This design comes from an exercise in tuning for small area, a short achievable clock period and few clock cycles per item on the open sky130 flow, not from production work.
In this exercise RTL edits were held to simulation tests only and were not proved equivalent to the original.
No activity file was given, so power comes from the tool's default toggle rates.

the reference run:
Design linear_probe_hash_set, start of the top module:
module linear_probe_hash_set (
   input  logic                                clock,
   input  logic                                reset,
   input  logic                                req_valid,
   output logic                                req_stall,
   input  logic [lphs_pkg::CMD_W-1:0]          req_cmd,
   input  logic [lphs_pkg::REQ_KEY_W-1:0]      req_key,
   output logic                                rsp_valid,
   input  logic                                rsp_stall,
   output logic [lphs_pkg::STATUS_W-1:0]       rsp_status,
   output logic [lphs_pkg::RSP_SLOT_W-1:0]     rsp_slot,
   output logic [lphs_pkg::RSP_COUNT_W-1:0]    rsp_count,
   input  logic                                psel,
   input  logic                                penable,
   input  logic                                pwrite,
   input  logic [lphs_pkg::CSR_ADDR_W-1:0]     paddr,
   input  logic [lphs_pkg::CSR_DATA_W-1:0]     pwdata,
   output logic [lphs_pkg::CSR_DATA_W-1:0]     prdata,
   output logic                                pready
);
   localparam int RW = lphs_pkg::STATUS_W + lphs_pkg::RSP_SLOT_W + lphs_pkg::RSP_COUNT_W;
   logic [lphs_pkg::MAX_W-1:0] max_q;
   logic                       accept;
   logic                       res_valid;
   localparam int XW = lphs_pkg::STATUS_W + lphs_pkg::SLOTS + lphs_pkg::RSP_COUNT_W;
   logic [XW-1:0]              res;
   assign pready = 1'b1;
   assign prdata = paddr[2] ? '0 : lphs_pkg::CSR_DATA_W'(max_q);
   always_ff @(posedge clock) begin
      if (reset) begin
         max_q <= lphs_pkg::MAX_ENTRIES_RESET;
      end else if (psel && penable && pwrite && !paddr[2]) begin
         max_q <= pwdata[lphs_pkg::MAX_W-1:0];
      end
   end
   logic          r_v, r_move, r_v_in;
   logic [XW-1:0] r_q;
  ...
Size in the first run: about 2100 cells after synthesis, roughly 120 I/O pins, roughly 29000 µm² of cells after synthesis.
Settings: LEC_CHECK=0, ABC_CLOCK_PERIOD_IN_PS=2000, CAP_MARGIN=20, CORE_MARGIN=2, CORE_UTILIZATION=60, CTS_BUF_LIST=sky130_fd_sc_hd__clkbuf_8, CTS_CLUSTER_DIAMETER=60, CTS_CLUSTER_SIZE=16, PLACE_DENSITY_LB_ADDON=0.1, SETUP_SLACK_MARGIN=3.4, SLEW_MARGIN=20; clock period 6.0 ns.
run.sh (not shown) runs the stock make flow with config.mk's settings and CLKGATE_MAP_FILE= SYNTH_SCRIPT=/design/flow/synth_recipe.tcl, a recipe that flattens the netlist after the stock synthesis.
Testbench counts of the reference run, summed over its fixed seeds: cycles 2,424, items 2,400.
#### Input delta (the trial run over the reference run)
- changing CORE_UTILIZATION from 60 to 65
- removing PLACE_DENSITY_LB_ADDON (formerly 0.1)
Between the reference run and the trial run, the flow reports pin count of the biggest net entering global routing increasing by a few percent.
Compared to the reference run, the trial run shows a narrower setup margin.
The trial run reports a lower power per standard cell area than the reference run does.
Adder and majority gate portion of the synthesized area came out exactly the same in the trial run and the reference run.
Via count of the first global-routing pass: the trial run vs the reference run up 317
The trial run -> the reference run: cell area after placement flat
Summary of the trial run over the reference run: die footprint fell about 8%, non-clock buffer count rose 18, share of the cycle needed by the critical path after routing rose 0.25 points, total global-route track usage rose 2.6 points.

lagoon:
Another version of the RTL of linear_probe_hash_set (not shown whole).
Size: about 2100 cells after synthesis, about 660 flip-flops, roughly 120 I/O pins.
clock: 6.0 ns
lec_check: 0
abc_clock_period_in_ps: 2000
cap_margin: 20
core_margin: 2
core_utilization: 72
cts_buf_list: sky130_fd_sc_hd__clkbuf_8
cts_cluster_diameter: 60
cts_cluster_size: 16
setup_slack_margin: 3.4
slew_margin: 20
Testbench counts of lagoon, summed over its fixed seeds: cycles 2,416, items 2,400.
Edits applied to the flow inputs when going from lagoon to quartz:
- swapping 72 for 60 in CORE_UTILIZATION
- putting ABC_AREA at 1 where nothing was set
- clearing ABC_CLOCK_PERIOD_IN_PS, which used to be 2000
Notes after the runs:
- Count of buffering cells on the critical path with inverters included | quartz above lagoon
- Relative to lagoon, count of placed standard cells in the final layout, fillers left out has increased by 21% in quartz.
- Looking only at worst path required time, and setting everything else aside, the lower value of lagoon and quartz goes to lagoon.
- quartz reports a higher period utilization than lagoon does.
- Compare lagoon and quartz | net switching power higher: quartz
- Taking quartz over lagoon, the via count normalized by instance count ratio works out to 0.927.
- Higher count of unique library cells instantiated by Yosys goes to lagoon over quartz.
- Against lagoon, post-layout worst setup margin in quartz came out worse.
- Higher area of the die among lagoon and quartz: quartz
Input changes introduced in onyx (baseline for comparison: quartz):
- an added ABC_CLOCK_PERIOD_IN_PS of 2000
- a deleted ABC_AREA that had been 1
- an added PLACE_DENSITY of 0.75
--- outcome ---
Changes observed in onyx relative to quartz: sequential cell area share saw an increase, via total after detailed routing lower, number of design rule violations left after detail routing did not really move. quartz reports its top routing layer in use as met5 while onyx reports met4. Synthesized area per cell: onyx > quartz. Comparing quartz and onyx, clock power is higher on quartz. Taking quartz as the reference, in onyx synthesized instance count shrank by 456; final design area excluding fillers went down; power shrank by about 4%; sequential fraction of design power now larger. onyx vs quartz: non-clock buffer count down.
> inputs changed (onyx -> raven)
- changing SLEW_MARGIN from 20 to 5
- changing CAP_MARGIN from 20 to 5
- removing PLACE_DENSITY (formerly 0.75)
Notes after the runs:
raven went all the way through synthesis, placement and routing and the layout is clean on timing, DRC and antenna. Worst-case headroom to the max-slew limit for raven: 2.5 points down relative to onyx. Taking onyx as the reference, in raven clock skew fell by 0.019 ns; global-route wire length before repair moved up; later-pin clock latency in the skew report lost 0.02 ns. q_q[0][7]$_DFFE_PP_ as the capture point of the critical path was reported by onyx, and q_q[1][7]$_DFFE_PP_ by raven. Taking onyx as the reference, in raven relative contribution of sequential cells to total power moved down, cell area higher, worst setup slack before clock tree synthesis -0.26 ns.
> inputs changed (raven -> pepper)
- CAP_MARGIN changed from 5 to 20
- SLEW_MARGIN changed from 5 to 20
- ABC_CLOCK_PERIOD_IN_PS changed from 2000 to 2500
- SETUP_SLACK_MARGIN changed from 3.4 to 3.0
==> comparison <==
- NOTE: via total after detailed routing in pepper falls short of that of raven
- STATUS total net switching power: pepper wins against raven
- Type of the worst setup path: in2reg -> pepper, reg2reg -> raven
- Of pepper and raven, it is pepper that has the lower non-clock buffer count.
- Across both runs, post-CTS setup buffer count was lower for pepper than for raven.
- Changes observed in pepper relative to raven: wire length saw a decrease; clock buffer count in the final layout has increased; total non-filler cell area in the finished layout dropped 1400 um^2; final worst slack dropped 0.18 ns.

linear_probe_hash_set with an RTL version that a note above also has.
Size in the first run: about 670 flip-flops.
export LEC_CHECK = 0
export ABC_CLOCK_PERIOD_IN_PS = 2000
export CAP_MARGIN = 20
export CORE_MARGIN = 2
export CORE_UTILIZATION = 60
export CTS_BUF_LIST = sky130_fd_sc_hd__clkbuf_8
export CTS_CLUSTER_DIAMETER = 60
export CTS_CLUSTER_SIZE = 19
export SETUP_SLACK_MARGIN = 3.4
export SLEW_MARGIN = 20
create_clock -name core_clock -period 6.0 [get_ports {clock}]
The first run passed the timing, DRC and antenna checks.
Testbench counts at the start, summed over its fixed seeds: cycles 2,424, items 2,400.
==> next run, changes <==
- CTS_CLUSTER_SIZE: 19 -> 16
- PLACE_DENSITY_LB_ADDON: default -> 0.1
- SETUP_SLACK_MARGIN: 3.4 -> 3.45
Outcome: Worst hold slack degrades by 0.020 ns. Total power came out lower by 0.67%. Clock skew went up by 0.0040 ns. Clock-buffer cell count is higher by 4.
==> next run, changes <==
- CORE_UTILIZATION: 60 -> 65
- SETUP_SLACK_MARGIN: 3.45 -> 3.4
=> Sequential share of layout area came out higher by 1.0 points. Synthesized area is unchanged. Design area falls by 1.9%. Die area is lower by 7.6%. Routed wire length decreases by 3.0%. Non-clock buffer count is lower by 42. Flip-flop and latch count stays the same. Clock-buffer cell count went up by 1. Register-to-register slack is worse by 0.04 ns. Fmax barely changes.
==> next run, changes <==
- CORE_UTILIZATION: 65 -> 60
- PLACE_DENSITY_LB_ADDON: 0.1 -> default
Result:
- clock power increases by about 6%
- setup slack got worse by 0.018 ns
- sequential share of layout area climbs by 0.17 points
- global-route usage shrinks by 2.0 points
- non-clock buffer count went down by 14
- wire length rose by about 1.3%

The RTL this note starts from:
==> flow/design.v <==
`timescale 1ns / 1ps
package lphs_pkg;
   localparam int SLOTS       = 16;
   localparam int CMD_W       = 2;
   localparam int REQ_KEY_W   = 32;
   localparam int STATUS_W    = 2;
   localparam int RSP_SLOT_W  = 4;
   localparam int RSP_COUNT_W = 5;
   localparam int MAX_W       = 5;
   localparam int CSR_ADDR_W  = 3;
   localparam int CSR_DATA_W  = 32;
   localparam logic [MAX_W-1:0] MAX_ENTRIES_RESET = MAX_W'(SLOTS * 7 / 10);
   localparam logic [CMD_W-1:0] CMD_INSERT = 2'd0;
   localparam logic [CMD_W-1:0] CMD_REMOVE = 2'd1;
   localparam logic [CMD_W-1:0] CMD_FIND   = 2'd2;
   localparam logic [STATUS_W-1:0] ST_OK        = 2'd0;
   localparam logic [STATUS_W-1:0] ST_NOT_FOUND = 2'd1;
   localparam logic [STATUS_W-1:0] ST_FULL      = 2'd2;
endpackage
`timescale 1ns / 1ps
module lphs_datapath (
   input  logic                                clock,
   input  logic                                reset,
   input  logic                                accept,
   input  logic [lphs_pkg::CMD_W-1:0]          cmd,
   input  logic [lphs_pkg::REQ_KEY_W-1:0]      key,
   input  logic [lphs_pkg::MAX_W-1:0]          max_entries,
   output logic                                res_valid,
   output logic [lphs_pkg::STATUS_W-1:0]       res_status,
   output logic [lphs_pkg::SLOTS-1:0]          res_sel,
   output logic [lphs_pkg::RSP_COUNT_W-1:0]    res_count
);
   localparam int N = lphs_pkg::SLOTS;
   logic [31:0]  key_q [N];
   logic [N-1:0] used_q, empty_q;
   logic [4:0]   count_q;
   logic         v_q, ins_q, rem_q, rf_q;
   logic [31:0]  rkey_q;
   logic [N-1:0] eq_q;
   logic         eq_k;
   logic [N-1:0] eq_in;
   assign eq_k = (key == rkey_q);
   always_comb begin
      for (int s = 0; s < N; s++) begin
         eq_in[s] = used_q[s] ? (key == key_q[s]) : eq_k;
      end
   end
   function automatic logic [N-1:0] circ_first(input logic [N-1:0] v, input logic [N-1:0] m);
      logic [N-1:0] vh;
      logic [N:0]   p_h, p_v;
      vh     = v & m;
      p_h[0] = 1'b0;
      p_v[0] = 1'b0;
      for (int s = 0; s < N; s++) begin
         p_h[s+1] = p_h[s] | vh[s];
         p_v[s+1] = p_v[s] | v[s];
      end
      for (int s = 0; s < N; s++) begin
         circ_first[s] = v[s] & (m[s] ? !p_h[s] : !(p_h[N] | p_v[s]));
      end
   endfunction
   function automatic logic [N-1:0] circ_before(input logic [N-1:0] v, input logic [N-1:0] m);
      logic [N-1:0] vh;
      logic [N:0]   p_h, p_v;
      vh     = v & m;
      p_h[0] = 1'b0;
      p_v[0] = 1'b0;
      for (int s = 0; s < N; s++) begin
         p_h[s+1] = p_h[s] | vh[s];
         p_v[s+1] = p_v[s] | v[s];
      end
      for (int s = 0; s < N; s++) begin
         circ_before[s] = m[s] ? !p_h[s] : !(p_h[N] | p_v[s]);
      end
   endfunction
   logic [N-1:0] m_in, m_q, match, first_ins, first_rf, reach, sel;
   logic         any_free, at_limit, ins_ok, hit;
   logic [4:0]   cnt_inc, cnt_dec, count_next;
   always_comb begin
      for (int s = 0; s < N; s++) begin
         m_in[s] = (4'(s) >= key[3:0]);
      end
   end
   assign match     = used_q & eq_q;
   assign first_ins = circ_first(~used_q, m_q);
   assign first_rf  = circ_first(empty_q | match, m_q);
   assign reach     = circ_before(empty_q, m_q);
   assign any_free = !(&used_q);
   assign at_limit = (count_q >= max_entries) || count_q[4];
   assign ins_ok   = ins_q && !at_limit && any_free;
   assign hit      = rf_q && |(match & reach);
   assign sel = ({N{ins_ok}} & first_ins) | ({N{rf_q}} & used_q & first_rf);
   assign cnt_inc    = count_q + 5'd1;
   assign cnt_dec    = count_q - 5'd1;
   assign count_next = ins_ok ? cnt_inc : ((rem_q && hit) ? cnt_dec : count_q);
   always_ff @(posedge clock) begin
      if (reset) begin
         v_q     <= 1'b0;
         ins_q   <= 1'b0;
         rem_q   <= 1'b0;
         rf_q    <= 1'b0;
         used_q  <= '0;
         empty_q <= '1;
         count_q <= '0;
      end else begin
         v_q     <= accept;
         ins_q   <= accept && (cmd == lphs_pkg::CMD_INSERT);
         rem_q   <= accept && (cmd == lphs_pkg::CMD_REMOVE);
         rf_q    <= accept && (cmd == lphs_pkg::CMD_REMOVE || cmd == lphs_pkg::CMD_FIND);
         count_q <= count_next;
         for (int s = 0; s < N; s++) begin
            if (ins_ok && first_ins[s]) begin
               used_q[s]  <= 1'b1;
               empty_q[s] <= 1'b0;
            end else if (rem_q && first_rf[s]) begin
               used_q[s]  <= 1'b0;
            end
         end
      end
   end
   always_ff @(posedge clock) begin
      rkey_q <= key;
      m_q    <= m_in;
      eq_q   <= eq_in;
      for (int s = 0; s < N; s++) begin
         if (!used_q[s]) begin
            key_q[s] <= rkey_q;
         end
      end
   end
   assign res_valid  = v_q;
   assign res_status = (ins_q && !ins_ok) ? lphs_pkg::ST_FULL :
                       ((ins_q || hit) ? lphs_pkg::ST_OK : lphs_pkg::ST_NOT_FOUND);
   assign res_sel    = sel;
   assign res_count  = count_next;
endmodule
`timescale 1ns / 1ps
module linear_probe_hash_set (
   input  logic                                clock,
   input  logic                                reset,
   input  logic                                req_valid,
   output logic                                req_stall,
   input  logic [lphs_pkg::CMD_W-1:0]          req_cmd,
   input  logic [lphs_pkg::REQ_KEY_W-1:0]      req_key,
   output logic                                rsp_valid,
   input  logic                                rsp_stall,
   output logic [lphs_pkg::STATUS_W-1:0]       rsp_status,
   output logic [lphs_pkg::RSP_SLOT_W-1:0]     rsp_slot,
   output logic [lphs_pkg::RSP_COUNT_W-1:0]    rsp_count,
   input  logic                                psel,
   input  logic                                penable,
   input  logic                                pwrite,
   input  logic [lphs_pkg::CSR_ADDR_W-1:0]     paddr,
   input  logic [lphs_pkg::CSR_DATA_W-1:0]     pwdata,
   output logic [lphs_pkg::CSR_DATA_W-1:0]     prdata,
   output logic                                pready
);
   localparam int RW = lphs_pkg::STATUS_W + lphs_pkg::RSP_SLOT_W + lphs_pkg::RSP_COUNT_W;
   logic [lphs_pkg::MAX_W-1:0] max_q;
   logic                       accept;
   logic                       res_valid;
   localparam int XW = lphs_pkg::STATUS_W + lphs_pkg::SLOTS + lphs_pkg::RSP_COUNT_W;
   logic [XW-1:0]              res;
   assign pready = 1'b1;
   assign prdata = paddr[2] ? '0 : lphs_pkg::CSR_DATA_W'(max_q);
   always_ff @(posedge clock) begin
      if (reset) begin
         max_q <= lphs_pkg::MAX_ENTRIES_RESET;
      end else if (psel && penable && pwrite && !paddr[2]) begin
         max_q <= pwdata[lphs_pkg::MAX_W-1:0];
      end
   end
   logic          r_v, r_move, r_v_in;
   logic [XW-1:0] r_q;
   logic [RW-1:0] r_ans;
   logic [3:0]    r_slot;
   always_comb begin
      r_slot = '0;
      for (int s = 0; s < lphs_pkg::SLOTS; s++) begin
         r_slot = r_slot | ({4{r_q[lphs_pkg::RSP_COUNT_W + s]}} & 4'(s));
      end
   end
   assign r_ans = {r_q[XW-1 -: lphs_pkg::STATUS_W], r_slot, r_q[lphs_pkg::RSP_COUNT_W-1:0]};
   logic [RW-1:0] q_q [3];
   logic [2:0]    occ_q, occ_in;
   logic [2:0]    wsel;
   logic          pop, stall_q;
   logic [3:0]    occ_x;
   assign rsp_valid = occ_q[0];
   assign pop       = occ_q[0] && !rsp_stall;
   assign occ_x     = {1'b0, occ_q};
   assign {rsp_status, rsp_slot, rsp_count} = q_q[0];
   assign r_move = r_v && (!occ_q[2] || pop);
   assign r_v_in = res_valid || (r_v && !r_move);
   always_comb begin
      for (int i = 0; i < 3; i++) begin
         wsel[i] = r_move && (pop ? (occ_x[i] && !occ_x[i+1])
                                  : (!occ_x[i] && (i == 0 || occ_x[i-1])));
      end
      occ_in = occ_q;
      if (r_move && !pop) begin
         occ_in = {occ_q[1:0], 1'b1};
      end else if (pop && !r_move) begin
         occ_in = {1'b0, occ_q[2:1]};
      end
   end
   assign req_stall = stall_q;
   assign accept    = req_valid && !stall_q;
   always_ff @(posedge clock) begin
      if (reset) begin
         r_v     <= 1'b0;
         occ_q   <= '0;
         stall_q <= 1'b0;
      end else begin
         r_v     <= r_v_in;
         occ_q   <= occ_in;
         stall_q <= (occ_in[2] && (accept || r_v_in)) || (occ_in[1] && accept && r_v_in);
      end
   end
   always_ff @(posedge clock) begin
      if (res_valid) begin
         r_q <= res;
      end
      for (int i = 0; i < 3; i++) begin
         if (wsel[i]) begin
            q_q[i] <= r_ans;
         end else if (pop && i < 2) begin
            q_q[i] <= q_q[i+1];
         end
      end
   end
   lphs_datapath u_dp (
      .clock       (clock),
      .reset       (reset),
      .accept      (accept),
      .cmd         (req_cmd),
      .key         (req_key),
      .max_entries (max_q),
      .res_valid   (res_valid),
      .res_status  (res[XW-1 -: lphs_pkg::STATUS_W]),
      .res_sel     (res[lphs_pkg::RSP_COUNT_W +: lphs_pkg::SLOTS]),
      .res_count   (res[lphs_pkg::RSP_COUNT_W-1:0])
   );
endmodule
make LEC_CHECK=0 ABC_CLOCK_PERIOD_IN_PS=2000 CAP_MARGIN=20 CORE_MARGIN=2 CORE_UTILIZATION=60 CTS_BUF_LIST=sky130_fd_sc_hd__clkbuf_8 CTS_CLUSTER_DIAMETER=60 CTS_CLUSTER_SIZE=16 SETUP_SLACK_MARGIN=3.4 SLEW_MARGIN=20 finish   # period 6.0 ns
The first run passed the timing, DRC and antenna checks.
Testbench counts at the start, summed over its fixed seeds: cycles 2,424, items 2,400.
Change:
CORE_UTILIZATION = 50   (was 60)
=>
- The new run passed the timing, DRC and antenna checks
- final cell count went up by 6.4%
- fmax went down by 0.34%
- worst hold slack degrades by 0.0076 ns
- cell area went up by 2.0%
- core utilization went down by 11 points
- worst setup slack degrades by 0.0094 ns
Change:
CORE_UTILIZATION = 60   (was 50)
SETUP_SLACK_MARGIN = 3.2   (was 3.4)
After rerunning: The changed run completed without violations; hold slack is better by 0.049 ns; synthesized area does not change; total power drops by 0.81%; die area drops by 16%.

## static timing again, ports no longer ideal
Ports are ideal in the flow. The routed layouts listed here were re-timed in OpenROAD.
Step 1, drivers: a clkbuf_16 drives clock and a buf_2 each remaining input, both assumed.
Step 2, shift: input delay + t, output delay - t, t = (earliest + latest rising clock arrival at the registers) / 2. This alone moves slack from input paths to output paths.
a / b / c = no drivers / after step 1 / after step 2; a / b = the first two.
| run | t, ns | setup WS [ns] | worst data-port slew with drivers (ns) |
|---|---|---|---|
| the reference run | 0.743 | 3.268 / 3.224 / 2.679 | 0.06 |
| the trial run | 0.742 | 3.253 / 3.204 / 2.681 | 0.06 |
| lagoon | 0.750 | 3.084 / 3.084 / 2.413 | 0.07 |
| quartz | 0.770 | 2.716 / 2.716 / 2.601 | 0.07 |
| onyx | 0.758 | 3.064 / 3.064 / 2.629 | 0.07 |
| raven | 0.746 | 3.168 / 3.168 / 2.592 | 0.05 |
| pepper | 0.754 | 2.986 / 3.006 / 2.253 | 0.05 |
| the first run of note 3 | 0.742 | 3.237 / 3.198 / 2.647 | 0.06 |
| the second run of note 3 | 0.757 | 3.262 / 3.215 / 2.664 | 0.06 |
| the third run of note 3 | 0.734 | 3.256 / 3.217 / 2.704 | 0.06 |
| the fourth run of note 3 | 0.742 | 3.238 / 3.199 / 2.659 | 0.06 |
| the first run of note 4 | 0.740 | 3.264 / 3.215 / 2.725 | 0.06 |
| the second run of note 4 | 0.750 | 3.255 / 3.208 / 2.647 | 0.06 |
| the third run of note 4 | 0.749 | 3.173 / 3.206 / 2.457 | 0.04 |
After both steps setup and hold are still met in every run listed. The setup slack of pepper, which loses most, moves by +0.020 ns with the drivers and by -0.733 ns with both steps.
